Context: an optimization exercise on an open-source flow, tuned for small area. The choices shown serve that exercise and are no tape-out recipe.
In this exercise RTL edits were held to simulation tests only and were not proved equivalent to the original.
Power and IR drop assume default switching activity. No driver is modelled on the clock port, so clocking that relies on it looks cheaper here than on a real chip.

## mb_rx_flit_deser
module mb_rx_flit_deser #(
   parameter int NUM_LANES  = 16,
   parameter int FLIT_BYTES = 64,
   parameter int FIFO_DEPTH = 4
) (
   input  logic                            clk,
   input  logic                            reset_n,
   input  logic                            valid_iPin,
   input  logic [NUM_LANES-1:0]            dataPins_i,
   output logic                            flit_valid_o,
   input  logic                            flit_ready_i,
   output logic [FLIT_BYTES*8-1:0]         flit_data_o,
   output logic                            frame_err_o,
   output logic                            overflow_o,
   input  logic                            clr_sticky_i,
   output logic [$clog2(FIFO_DEPTH):0]     fill_level_o
);
==> flow/config.mk <==
export PLATFORM = sky130hd
export DESIGN_NAME = mb_rx_flit_deser
export DESIGN_NICKNAME = mb_rx_flit_deser
export VERILOG_FILES = /design/flow/design.v
export SDC_FILE = /design/flow/constraint.sdc
export NUM_CORES = 4
export LEC_CHECK = 0
export CAP_MARGIN = 20
export CORE_MARGIN = 2
export CORE_UTILIZATION = 60
export CTS_BUF_LIST = sky130_fd_sc_hd__clkbuf_8
export CTS_CLUSTER_SIZE = 30
export SLEW_MARGIN = 20
==> flow/constraint.sdc <==
create_clock -name core_clock -period 6.5 [get_ports {clk}]
set_input_delay 1.3000 -clock core_clock [delete_from_list [all_inputs] [get_ports {clk}]]
set_output_delay 1.3000 -clock core_clock [all_outputs]
set_load 0.01 [all_outputs]
standard.sh (not shown) runs the stock make flow with config.mk's settings and CLKGATE_MAP_FILE= SYNTH_SCRIPT=/design/flow/synth_recipe.tcl, a recipe that flattens the netlist after the stock synthesis.
==> flow/flow/run.sh <==
#!/bin/bash
set -euo pipefail
bash standard.sh "BUFFER_PORTS_ARGS=-buffer_cell sky130_fd_sc_hd__buf_1" finish > standard_flow.log 2>&1
Then changed:
- CORE_UTILIZATION: 60 -> 40
- CTS_BUF_LIST: sky130_fd_sc_hd__clkbuf_8 -> sky130_fd_sc_hd__clkbuf_4
- CTS_CLUSTER_SIZE: 30 -> 16
Result:
- utilization shrinks by 21 points
- via count climbs by 3.9%
- sequential cell count does not change
- die area increases by 49%
- synthesized cell count stays the same
- non-clock buffer count grows by 21
- global-route usage decreases by 8.1 points
- worst setup slack got worse by 0.39 ns
- final area rose by 2.5%
- routed wire length rose by 7.4%

* * *

The RTL this note starts from:
==> flow/design.v <==
package ucie_mb_pkg;
   localparam int UI_PER_BURST = 8;
   localparam int VALID_HI_UI  = 4;
   typedef enum logic [1:0] {
      IDLE = 2'd0,
      HI   = 2'd1,
      LO   = 2'd2
   } rx_state_e;
   typedef logic [7:0] flit_byte_t;
endpackage
module mb_rx_flit_fifo #(
   parameter int WIDTH = 512,
   parameter int DEPTH = 4
) (
   input  logic                     clk,
   input  logic                     rst_n,
   input  logic                     push_i,
   input  logic [WIDTH-1:0]         push_data_i,
   input  logic                     pop_i,
   output logic [WIDTH-1:0]         pop_data_o,
   output logic                     full_o,
   output logic                     empty_o,
   output logic [$clog2(DEPTH):0]   fill_o
);
   localparam int AW = $clog2(DEPTH);
   logic [WIDTH-1:0] mem_q [DEPTH];
   logic [AW-1:0]    rd_ptr_q;
   logic [AW-1:0]    wr_ptr;
   logic [AW:0]      fill_q;
   logic [DEPTH-1:0] we;
   logic [DEPTH-1:0] rsel_q;      
   logic [AW-1:0]    rd_ptr_d;
   logic [AW:0]      fill_d;
   assign wr_ptr = rd_ptr_q + fill_q[AW-1:0];
   always_comb begin
      rd_ptr_d = pop_i ? rd_ptr_q + AW'(1) : rd_ptr_q;
      fill_d   = fill_q;
      if (push_i != pop_i) fill_d = push_i ? fill_q + (AW+1)'(1) : fill_q - (AW+1)'(1);
   end
   always_ff @(posedge clk or negedge rst_n) begin
      if (!rst_n) begin
         rd_ptr_q <= '0;
         fill_q   <= '0;
         rsel_q   <= '0;
      end else begin
         rd_ptr_q <= rd_ptr_d;
         fill_q   <= fill_d;
         for (int k = 0; k < DEPTH; k++)
            rsel_q[k] <= (fill_d != '0) && (rd_ptr_d == AW'(k));
      end
   end
   assign empty_o = (fill_q == '0);
   assign full_o  = (fill_q == (AW+1)'(DEPTH));
   assign fill_o  = fill_q;
   for (genvar k = 0; k < DEPTH; k++) begin : g_ent
      assign we[k]   = push_i && (wr_ptr == AW'(k));
      always_ff @(posedge clk) begin
         if (we[k]) mem_q[k] <= push_data_i;
      end
   end
   always_comb begin
      pop_data_o = '0;
      for (int k = 0; k < DEPTH; k++)
         pop_data_o = pop_data_o | ({WIDTH{rsel_q[k]}} & mem_q[k]);
   end
endmodule
module mb_rx_flit_deser #(
   parameter int NUM_LANES  = 16,
   parameter int FLIT_BYTES = 64,
   parameter int FIFO_DEPTH = 4
) (
   input  logic                            clk,
   input  logic                            reset_n,
   input  logic                            valid_iPin,
   input  logic [NUM_LANES-1:0]            dataPins_i,
   output logic                            flit_valid_o,
   input  logic                            flit_ready_i,
   output logic [FLIT_BYTES*8-1:0]         flit_data_o,
   output logic                            frame_err_o,
   output logic                            overflow_o,
   input  logic                            clr_sticky_i,
   output logic [$clog2(FIFO_DEPTH):0]     fill_level_o
);
   localparam int FRAGS  = FLIT_BYTES / NUM_LANES;
   localparam int FRAG_W = (FRAGS > 1) ? $clog2(FRAGS) : 1;
   localparam int FLIT_W = FLIT_BYTES * 8;
   localparam int UIS    = ucie_mb_pkg::UI_PER_BURST;
   localparam int HI_W   = $clog2(ucie_mb_pkg::VALID_HI_UI);
   localparam int NPOS   = FRAGS * UIS;           
   localparam logic [FRAG_W-1:0] LAST_FRAG = FRAG_W'(FRAGS - 1);
   localparam logic [2:0]        LAST_UI   = 3'(UIS - 1);
   logic [2:0]         ui_q;
   logic [FRAG_W-1:0]  frag_q;
   logic               frame_err_q, overflow_q;
   logic               store, err, flit_done;
   logic               fifo_full, fifo_empty;
   logic               pop_ok, push_ok, drop;
   assign store     = valid_iPin ^ ui_q[HI_W];
   assign err       = (ui_q != 3'd0) && !store;
   assign flit_done = store && (ui_q == LAST_UI) && (frag_q == LAST_FRAG);
   always_ff @(posedge clk or negedge reset_n) begin
      if (!reset_n) begin
         ui_q        <= 3'd0;
         frag_q      <= '0;
         frame_err_q <= 1'b0;
         overflow_q  <= 1'b0;
      end else begin
         ui_q        <= store ? ui_q + 3'd1 : 3'd0;
         if (err)
            frag_q   <= '0;
         else if (store && ui_q == LAST_UI)
            frag_q   <= frag_q + FRAG_W'(1);
         frame_err_q <= err;
         overflow_q  <= drop || (overflow_q && !clr_sticky_i);
      end
   end
   localparam int FRAG_BITS = NUM_LANES * UIS;
   logic [NUM_LANES-1:0] dl_q [UIS-1];    
   logic [FRAG_BITS-1:0] frag_w;          
   logic [FRAG_BITS-1:0] fbuf_q [FRAGS-1];
   logic                 frag_end;
   always_ff @(posedge clk) begin
      dl_q[0] <= dataPins_i;
      for (int i = 1; i < UIS - 1; i++) dl_q[i] <= dl_q[i-1];
   end
   for (genvar b = 0; b < NUM_LANES; b++) begin : g_b
      for (genvar u = 0; u < UIS; u++) begin : g_u
         if (u == UIS - 1) begin : g_now
            assign frag_w[b * 8 + u] = dataPins_i[b];
         end else begin : g_dl
            assign frag_w[b * 8 + u] = dl_q[UIS - 2 - u][b];
         end
      end
   end
   assign frag_end = store && (ui_q == LAST_UI);
   for (genvar f = 0; f < FRAGS - 1; f++) begin : g_frag
      always_ff @(posedge clk) begin
         if (frag_end && frag_q == FRAG_W'(f)) fbuf_q[f] <= frag_w;
      end
   end
   logic [FLIT_W-1:0] flit_w;
   always_comb begin
      for (int f = 0; f < FRAGS - 1; f++) flit_w[f * FRAG_BITS +: FRAG_BITS] = fbuf_q[f];
      flit_w[(FRAGS - 1) * FRAG_BITS +: FRAG_BITS] = frag_w;
   end
   assign pop_ok  = flit_ready_i && !fifo_empty;
   assign push_ok = flit_done && (!fifo_full || pop_ok);
   assign drop    = flit_done && !push_ok;
   mb_rx_flit_fifo #(
      .WIDTH (FLIT_W),
      .DEPTH (FIFO_DEPTH)
   ) u_fifo (
      .clk         (clk),
      .rst_n       (reset_n),
      .push_i      (push_ok),
      .push_data_i (flit_w),
      .pop_i       (pop_ok),
      .pop_data_o  (flit_data_o),
      .full_o      (fifo_full),
      .empty_o     (fifo_empty),
      .fill_o      (fill_level_o)
   );
   assign flit_valid_o = !fifo_empty;
   assign frame_err_o  = frame_err_q;
   assign overflow_o   = overflow_q;
endmodule
export LEC_CHECK = 0
export CAP_MARGIN = 20
export CORE_MARGIN = 2
export CORE_UTILIZATION = 80
export SLEW_MARGIN = 20
create_clock -name core_clock -period 6.5 [get_ports {clk}]
==> flow/flow/run.sh <==
#!/bin/bash
set -euo pipefail
bash standard.sh \
  "BUFFER_PORTS_ARGS=-buffer_cell sky130_fd_sc_hd__buf_1" \
  "CTS_ARGS=-sink_clustering_enable -repair_clock_nets -dont_use_dummy_load -buf_list sky130_fd_sc_hd__clkbuf_16 -sink_clustering_size 30 -sink_clustering_max_diameter 80" \
  finish > standard_flow.log 2>&1
Change:
--- a/flow/config.mk
+++ b/flow/config.mk
@@ -8 +8 @@
-export CAP_MARGIN = 20
+export CAP_MARGIN = 10
@@ -10,2 +10,2 @@
-export CORE_UTILIZATION = 80
-export SLEW_MARGIN = 20
+export CORE_UTILIZATION = 70
+export SLEW_MARGIN = 10
Fmax came out higher by 1.6%.
Design area hardly moves.
Total power is about the same.
Change:
--- a/flow/config.mk
+++ b/flow/config.mk
@@ -8 +8 @@
-export CAP_MARGIN = 10
+export CAP_MARGIN = 20
@@ -11 +11 @@
-export SLEW_MARGIN = 10
+export SLEW_MARGIN = 20
=> Count of clock-buffer cells in the layout stays the same; fmax does not change; power stays the same; sequential power stays flat; via count does not change.

-- re-timing with driven ports --
How much do the figures lean on ideal ports? The routed layouts below were timed once more, with nothing changed but the port constraints. Step 1, drivers: a clkbuf_16 drives clk and a buf_2 each remaining input, both assumed. Step 2 adds t to the input delays and takes it off the output delays; t is the mean of the earliest and latest rising clock arrival at the registers after step 1. Input paths then give back, and output paths get back, about the clock's delay inside the block. Slacks: no drivers / after step 1 / after step 2; pairs: no drivers / after step 1.
run	t, ns	setup slack, ns	worst hold slack (ns)	clock arrival spread, ns	worst register clock-pin slew, ns
the first run of note 1	1.083	1.398 / 1.318 / 2.143	0.333 / 0.383 / 0.472	0.052 / 0.052	0.07 / 0.07
the second run of note 1	1.390	1.007 / 0.929 / 2.217	0.406 / 0.406 / 0.406	0.165 / 0.164	0.08 / 0.08
the first run of note 2	0.778	1.946 / 1.867 / 2.275	0.434 / 0.434 / 0.434	0.048 / 0.049	0.11 / 0.11
the second run of note 2	0.781	2.017 / 1.936 / 2.257	0.440 / 0.440 / 0.440	0.055 / 0.056	0.11 / 0.11
the third run of note 2	0.781	2.017 / 1.936 / 2.257	0.440 / 0.440 / 0.440	0.055 / 0.056	0.11 / 0.11
After both steps setup and hold are still met in every run listed.
